Context: an optimization exercise on an open-source flow, tuned for small area. The choices shown serve that exercise and are no tape-out recipe.
In this exercise RTL edits were held to simulation tests only and were not proved equivalent to the original.
No activity file was given, so power comes from the tool's default toggle rates.

<file path="config.mk">
export PLATFORM = sky130hd
export DESIGN_NAME = decode_stage_hz
export DESIGN_NICKNAME = decode_stage_hz
export VERILOG_FILES = /design/flow/design.v
export SDC_FILE = /design/flow/constraint.sdc
export NUM_CORES = 4
export LEC_CHECK = 0
export CAP_MARGIN = 20
export CORE_MARGIN = 2
export CORE_UTILIZATION = 40
export SLEW_MARGIN = 20
</file>
<file path="constraint.sdc">
create_clock -name core_clock -period 5.0 [get_ports {clk}]
set_input_delay 1.0000 -clock core_clock [delete_from_list [all_inputs] [get_ports {clk}]]
set_output_delay 1.0000 -clock core_clock [all_outputs]
set_load 0.01 [all_outputs]
</file>
<file path="design.v">
module decode_stage_hz #(
  parameter int unsigned XLEN  = 32,
  parameter int unsigned NREGS = 32
) (
  input  logic            clk,
  input  logic            rst_n,
  input  logic            ifidValid,
  input  logic [31:0]     ifidInst,
  input  logic [31:0]     ifidPc,
  input  logic            flush,
  input  logic            regWriteEnable,
  input  logic [4:0]      writeReg,
  input  logic [XLEN-1:0] writeData,
  output logic            stall,
  output logic            idexValid,
  output logic [31:0]     idexPc,
  output logic [XLEN-1:0] idexData1,
  output logic [XLEN-1:0] idexData2,
  output logic [4:0]      idexRs1,
  output logic [4:0]      idexRs2,
  output logic [4:0]      idexRd,
  output logic [6:0]      idexFunc7,
  output logic [2:0]      idexFunc3,
  output logic [XLEN-1:0] idexImm,
  output logic [2:0]      idexExCtrl,
  output logic [2:0]      idexMemCtrl,
  output logic [1:0]      idexWbCtrl
);
  localparam int unsigned IdxW = $clog2(NREGS);
  localparam logic [6:0] OpR     = 7'b0110011;
  localparam logic [6:0] OpIAlu  = 7'b0010011;
  localparam logic [6:0] OpLoad  = 7'b0000011;
  localparam logic [6:0] OpStore = 7'b0100011;
  localparam logic [6:0] OpBr    = 7'b1100011;
  localparam logic [6:0] OpJal   = 7'b1101111;
  localparam logic [6:0] OpJalr  = 7'b1100111;
  localparam logic [6:0] OpLui   = 7'b0110111;
  localparam logic [6:0] OpAuipc = 7'b0010111;
  typedef struct packed {
    logic            valid;
    logic [31:0]     pc;
    logic [XLEN-1:0] data1;
    logic [XLEN-1:0] data2;
    logic [4:0]      rs1;
    logic [4:0]      rs2;
    logic [4:0]      rd;
    logic [6:0]      func7;
    logic [2:0]      func3;
    logic [XLEN-1:0] imm;
    logic [2:0]      ex_ctrl;
    logic [2:0]      mem_ctrl;
    logic [1:0]      wb_ctrl;
  } idex_t;
  logic [6:0] opcode;
  logic [4:0] rs1, rs2, rd;
  assign opcode = ifidInst[6:0];
  assign rs1    = ifidInst[19:15];
  assign rs2    = ifidInst[24:20];
  assign rd     = ifidInst[11:7];
  logic [NREGS-1:0][XLEN-1:0] rf_q;
  logic rf_we;
  assign rf_we = regWriteEnable && (writeReg != 5'd0) && ({27'd0, writeReg} < NREGS);
  for (genvar g = 0; g < NREGS; g++) begin : g_rf
    always_ff @(posedge clk or negedge rst_n) begin
      if (!rst_n) begin
        rf_q[g] <= '0;
      end else if (rf_we && (writeReg[IdxW-1:0] == g)) begin
        rf_q[g] <= writeData;
      end
    end
  end
  logic [XLEN-1:0] rd_data1, rd_data2;
  always_comb begin
    rd_data1 = '0;
    rd_data2 = '0;
    if ((rs1 != 5'd0) && ({27'd0, rs1} < NREGS)) begin
      if (regWriteEnable && (writeReg == rs1)) rd_data1 = writeData;
      else                                     rd_data1 = rf_q[rs1[IdxW-1:0]];
    end
    if ((rs2 != 5'd0) && ({27'd0, rs2} < NREGS)) begin
      if (regWriteEnable && (writeReg == rs2)) rd_data2 = writeData;
      else                                     rd_data2 = rf_q[rs2[IdxW-1:0]];
    end
  end
  logic [11:0] imm_i12, imm_s12;
  logic [12:0] imm_b13;
  logic [20:0] imm_j21;
  logic [31:0] imm_u32;
  assign imm_i12 = ifidInst[31:20];
  assign imm_s12 = {ifidInst[31:25], ifidInst[11:7]};
  assign imm_b13 = {ifidInst[31], ifidInst[7], ifidInst[30:25], ifidInst[11:8], 1'b0};
  assign imm_j21 = {ifidInst[31], ifidInst[19:12], ifidInst[20], ifidInst[30:21], 1'b0};
  assign imm_u32 = {ifidInst[31:12], 12'b0};
  logic [2:0]      dec_ex, dec_mem;
  logic [1:0]      dec_wb;
  logic [XLEN-1:0] dec_imm;
  always_comb begin
    dec_ex  = 3'b000;
    dec_mem = 3'b000;
    dec_wb  = 2'b00;
    dec_imm = '0;
    case (opcode)
      OpR: begin
        dec_ex = 3'b010; dec_wb = 2'b10;
      end
      OpIAlu: begin
        dec_ex = 3'b110; dec_wb = 2'b10; dec_imm = $signed(imm_i12);
      end
      OpLoad: begin
        dec_ex = 3'b100; dec_mem = 3'b010; dec_wb = 2'b11;
        dec_imm = $signed(imm_i12);
      end
      OpStore: begin
        dec_ex = 3'b100; dec_mem = 3'b001; dec_imm = $signed(imm_s12);
      end
      OpBr: begin
        dec_ex = 3'b001; dec_mem = 3'b100; dec_imm = $signed(imm_b13);
      end
      OpJal: begin
        dec_ex = 3'b111; dec_mem = 3'b100; dec_wb = 2'b10;
        dec_imm = $signed(imm_j21);
      end
      OpJalr: begin
        dec_ex = 3'b111; dec_mem = 3'b100; dec_wb = 2'b10;
        dec_imm = $signed(imm_i12);
      end
      OpLui, OpAuipc: begin
        dec_ex = 3'b111; dec_wb = 2'b10; dec_imm = $signed(imm_u32);
      end
      default: ;
    endcase
  end
  idex_t idex_q, idex_d;
  logic uses_rs2, load_use;
  assign uses_rs2 = (opcode == OpR) || (opcode == OpStore) || (opcode == OpBr);
  assign load_use = ifidValid && idex_q.valid && idex_q.mem_ctrl[1] &&
                    (idex_q.rd != 5'd0) &&
                    ((idex_q.rd == rs1) || ((idex_q.rd == rs2) && uses_rs2));
  assign stall = load_use && !flush;
  always_comb begin
    idex_d = '0;
    if (!flush && !stall) begin
      idex_d.valid = ifidValid;
      idex_d.pc    = ifidPc;
      idex_d.data1 = rd_data1;
      idex_d.data2 = rd_data2;
      idex_d.rs1   = rs1;
      idex_d.rs2   = rs2;
      idex_d.rd    = rd;
      idex_d.func7 = ifidInst[31:25];
      idex_d.func3 = ifidInst[14:12];
      idex_d.imm   = dec_imm;
      if (ifidValid) begin
        idex_d.ex_ctrl  = dec_ex;
        idex_d.mem_ctrl = dec_mem;
        idex_d.wb_ctrl  = dec_wb;
      end
    end
  end
  always_ff @(posedge clk or negedge rst_n) begin
    if (!rst_n) begin
      idex_q <= '0;
    end else begin
      idex_q <= idex_d;
    end
  end
  assign idexValid   = idex_q.valid;
  assign idexPc      = idex_q.pc;
  assign idexData1   = idex_q.data1;
  assign idexData2   = idex_q.data2;
  assign idexRs1     = idex_q.rs1;
  assign idexRs2     = idex_q.rs2;
  assign idexRd      = idex_q.rd;
  assign idexFunc7   = idex_q.func7;
  assign idexFunc3   = idex_q.func3;
  assign idexImm     = idex_q.imm;
  assign idexExCtrl  = idex_q.ex_ctrl;
  assign idexMemCtrl = idex_q.mem_ctrl;
  assign idexWbCtrl  = idex_q.wb_ctrl;
endmodule
</file>
<file path="run.sh">
#!/bin/bash
# synth_recipe.tcl (not shown) runs the flow's synth.tcl, then flattens the netlist and writes it again
# the make line also repeats each setting of config.mk as NAME=value (left out here)
make -C /OpenROAD-flow-scripts/flow DESIGN_CONFIG=/design/flow/config.mk WORK_HOME=/design/flow/orfs CLKGATE_MAP_FILE= SYNTH_SCRIPT=/design/flow/synth_recipe.tcl finish
</file>
==> run_results.csv <==
group,metric,value,unit
timing,final-hold-violation-count,0,
worst_setup_path,critPathRequiredTime,4.00,ns
route,totalWireLength,188,mm
synth,syn_inst,4216,
synth,synth.cells.most_frequent,"1185 x dfrtp_1, 987 x mux2_2, 450 x mux4_2",
worst_setup_path,worst_r2r_startpoint,"idex_q[53]",
grt,grt.overflow.total,0,
grt,groute.layer.met2.usage,0.389,
grt,grt_busiest_layer,"met2",
grt,first_global_vias,40000,
worst_setup_path,r2r_cells,6,
finish,post_route_cells_drive_above_1_share,0.431,
timing,period_share,0.883,
clocking,tritoncts_clock_tree,"done",
synth,synthMostInstantiatedCell,"dfrtp_1",
worst_setup_path,rr_endpoint,"idex_q[77]",
floorplan,floorplan.die_area,0.154,mm^2
run_status,outcome,"timing/DRC/antenna clean",
grt,first_pass_grt_wire_length,280,mm
clocking,cts_post_setup_buffers_inserted,0,
worst_setup_path,cp.arrival,3.41,ns
synth,synth_top_cell_by_area,"dfrtp_1",
pwr,pwr_density_cell,390,mW/mm^2
finish,area_growth,15.5,%
route,drt_iter0_drc,3058,
worst_setup_path,timing.critical_path.to_type,"primary output",
floorplan,die-height,393,um
synth,synth_area_per_cell,14.3,um^2
floorplan,site_row_count,142,
timing,rsz0062_at_grt,"no",
worst_setup_path,startpoint_type,"input pin",
grt,grt_max_degree,162,
clocking,ctsLongestPathBuffers,3,
finish,nFillCells,13200,
place,hpwlAfterDp,115,mm
timing,timing.slew.headroom,0.353,
synth,postSynth.asyncResetShare,1.00,
clocking,latest_clock_arrival_within_the_worst_skew_pair,0.78,ns
clocking,cts-buffers-inserted,132,
synth,mappedNetlistArea,0.0605,mm^2
timing,tns,0,ns
timing,setup_viol,0,
clocking,cts.clk_slew.worst_paths,0.06,ns
synth,synth_flop_cell,"dfrtp_1",
timing,max_freq,227,MHz
synth,yosysSeqAreaShare,0.490,
clocking,post_cts.resized_instances,0,
pwr,clockPowerShare,0.357,
pwr,total_power,27.3,mW
grt,gr-usage-all-layers,0.247,
pwr,max-vdd-ir-drop,384,uV
pwr,power.share.switching,0.267,
synth,top_cells_by_area_synth,"dfrtp_1 49%, mux2_2 18%, mux4_2 17%",
finish,final_net_count,4406,
pwr,seq_power_share,0.456,
synth,synth-edff-count,0,
worst_setup_path,worst-setup-path-type,"in -> out",
synth,ff_latch_count_synth,1185,
timing,min_period,4.41,ns
timing,tightest_slew,0.971,ns
synth,post-synth-top-area-fraction,0.490,
grt,antenna_violations_before_repair,8,
floorplan,floorplan.die.width,393,um
synth,postSynthNetCount,4322,
floorplan,floorplan.initialDensity,0.403,
grt,globalRouteMet3Util,0.0480,
route,drtPass1Iterations,5,
pwr,switchingPower,7.27,mW
timing,clock-skew-final,0.0274,ns
clocking,clk_root_buffer_cell,"clkbuf_16",
route,wl_per_cell,29.3,um
clocking,ctsHtreeMaxLevel,4,
clocking,clock_sink_count,1185,
flow_run,maxCapViolCount,0,
route,antenna_left,0,
route,dr_vias,39000,
worst_setup_path,setup.reg_to_reg.worst_slack,2.32,ns
clocking,post_cts_hold_fix_bufs,0,
floorplan,core_area,0.150,mm^2
place,buffer_ports.inserted,268,
timing,maxSlewViolCount,0,
worst_setup_path,largest_driver_fanout_on_the_critical_path,8,
route,routed_via_density,6.07,
synth,synth_cell_types,53,
route,drc_errors,0,
pwr,cell_internal_pwr,20.0,mW
pwr,comb_pwr_share,0.187,
floorplan,top_level_ports,269,
place,globalplace.congestion,0.814,
synth,ys.warnings.count,1,
grt,grt_use_met1,0.346,
min_path,hold_class,"in -> async",
pwr,power_leakage,29.3,nW
worst max-delay path, stage by stage:
cell	delay [ns]
clkdlybuf4s50_1	0.54
nor2_1	0.26
nand2_1	0.10
or4_1	0.58
a21oi_4	0.21
and2_1	0.17
clkdlybuf4s50_1	0.56
power groups by stage:
stage	Combinational [mW]	Sequential [mW]	Clock, mW
2_1_floorplan	3.75	12.2	0
3_3_place_gp	5.03	12.5	0
3_5_place_dp	5.12	12.6	0
4_1_cts	5.14	12.4	9.95
5_1_grt	5.48	12.7	10.3
6_report	5.09	12.4	9.74
cell families (layout without fill, tap and decap cells):
family / count (synthesis) / in the layout / share of synthesized area
AO/OA/AOI/OAI: 365 / 365 / 0.0444
XOR/XNOR: 20 / 20 / 0.00290
buffers and inverters: 502 / 683 / 0.0358
flip-flops: 1185 / 1185 / 0.490
multiplexers: 1570 / 1570 / 0.374
other: 0 / 3 / 0
AND/OR/NAND/NOR: 574 / 574 / 0.0529
metrics by stage:
stage	instance area [um^2]	setup slack [ns]	cells	hold slack, ns	utilization
2_1_floorplan	60500	1.50	4216	0.441	-
3_3_place_gp	65600	0.590	6182	0.377	0.437
3_5_place_dp	65600	0.590	6182	0.383	0.437
4_1_cts	69900	0.589	6413	0.247	0.466
5_1_grt	69800	0.439	6414	0.267	0.466
6_report	69900	0.587	6416	0.193	0.466
final cells by class:
type                            instances  area, um^2  area share
Sequential cell                      1185       29700       0.425
Multi-Input combinational cell       2529       28900       0.413
Timing Repair Buffer                  446        4480      0.0642
Clock buffer                          189        3880      0.0556
Tap cell                             2016        2520      0.0361
Clock inverter                         42         429     0.00614
Inverter                                6        22.5    0.000322
Antenna cell                            3        7.51    0.000107
worst max path at each step:
stage               depth (start not counted)    end        start
floorplan                                   7  stall  ifidInst[3]
global placement                            7  stall  ifidInst[6]
CTS                                         7  stall  ifidInst[6]
finish                                      7  stall  ifidInst[2]
global route                                7  stall  ifidInst[6]
detailed placement                          7  stall  ifidInst[5]
sequential cells by signal (all words and copies together), names as in the netlist:
register,count
idex_q,161
rf_q,1024
layout by cell type, fill, tap and decap left out, types with 6 or more instances in the layout:
| master | n |
|---|---|
| dfrtp_1 | 1185 |
| mux2_2 | 987 |
| mux4_2 | 450 |
| clkdlybuf4s50_1 | 249 |
| buf_4 | 140 |
| clkbuf_16 | 136 |
| nor2_1 | 132 |
| nor2b_1 | 131 |
| mux2i_1 | 128 |
| a211oi_1 | 126 |
| nor4_1 | 92 |
| nor3_1 | 73 |
| a22oi_1 | 68 |
| o41ai_1 | 62 |
| o22ai_1 | 62 |
| nor3b_1 | 56 |
| buf_12 | 40 |
| clkbuf_8 | 28 |
| a21oi_1 | 27 |
| clkbuf_1 | 25 |
| clkinv_2 | 21 |
| nand2_2 | 15 |
| xor2_1 | 13 |
| buf_2 | 11 |
| nor2_4 | 10 |
| nor4b_1 | 9 |
| nand2b_2 | 8 |
| xnor2_1 | 7 |
| nand2_1 | 7 |
| inv_1 | 6 |
metal layers:
metal | up-vias | wire length, um
met5 | - | 68
met4 | 10 | 5000
met3 | 297 | 11600
met2 | 1206 | 89500
met1 | 21100 | 81900
li1 | 16300 | -

[separate check: timing with driven ports]
The flow's constraints put no driver on any port. The routed layout listed below was extracted and timed again, unchanged, in two steps. Step 1 (the two cells are an assumption about what drives the block):
set clk [get_ports {clk}]
set_driving_cell -lib_cell sky130_fd_sc_hd__clkbuf_16 $clk
set_driving_cell -lib_cell sky130_fd_sc_hd__buf_2 [delete_from_list [all_inputs] $clk]
Step 2 also shifts input and output timing later by t, the mid clock arrival at the registers, as if the neighbouring blocks saw the same clock. a / b / c = no drivers / after step 1 / after step 2; a / b = the first two.
t (ns): 0.841
setup slack, ns: 0.587 / 0.560 / 0.560
worst register clock-pin slew, ns: 0.07 / 0.07
worst data-port slew with drivers (ns): 0.11
cell pins on the clock port's net: 1
After both steps this run still meets setup and hold. The setup slack of this run moves by -0.027 ns with the drivers and by -0.027 ns with both steps.
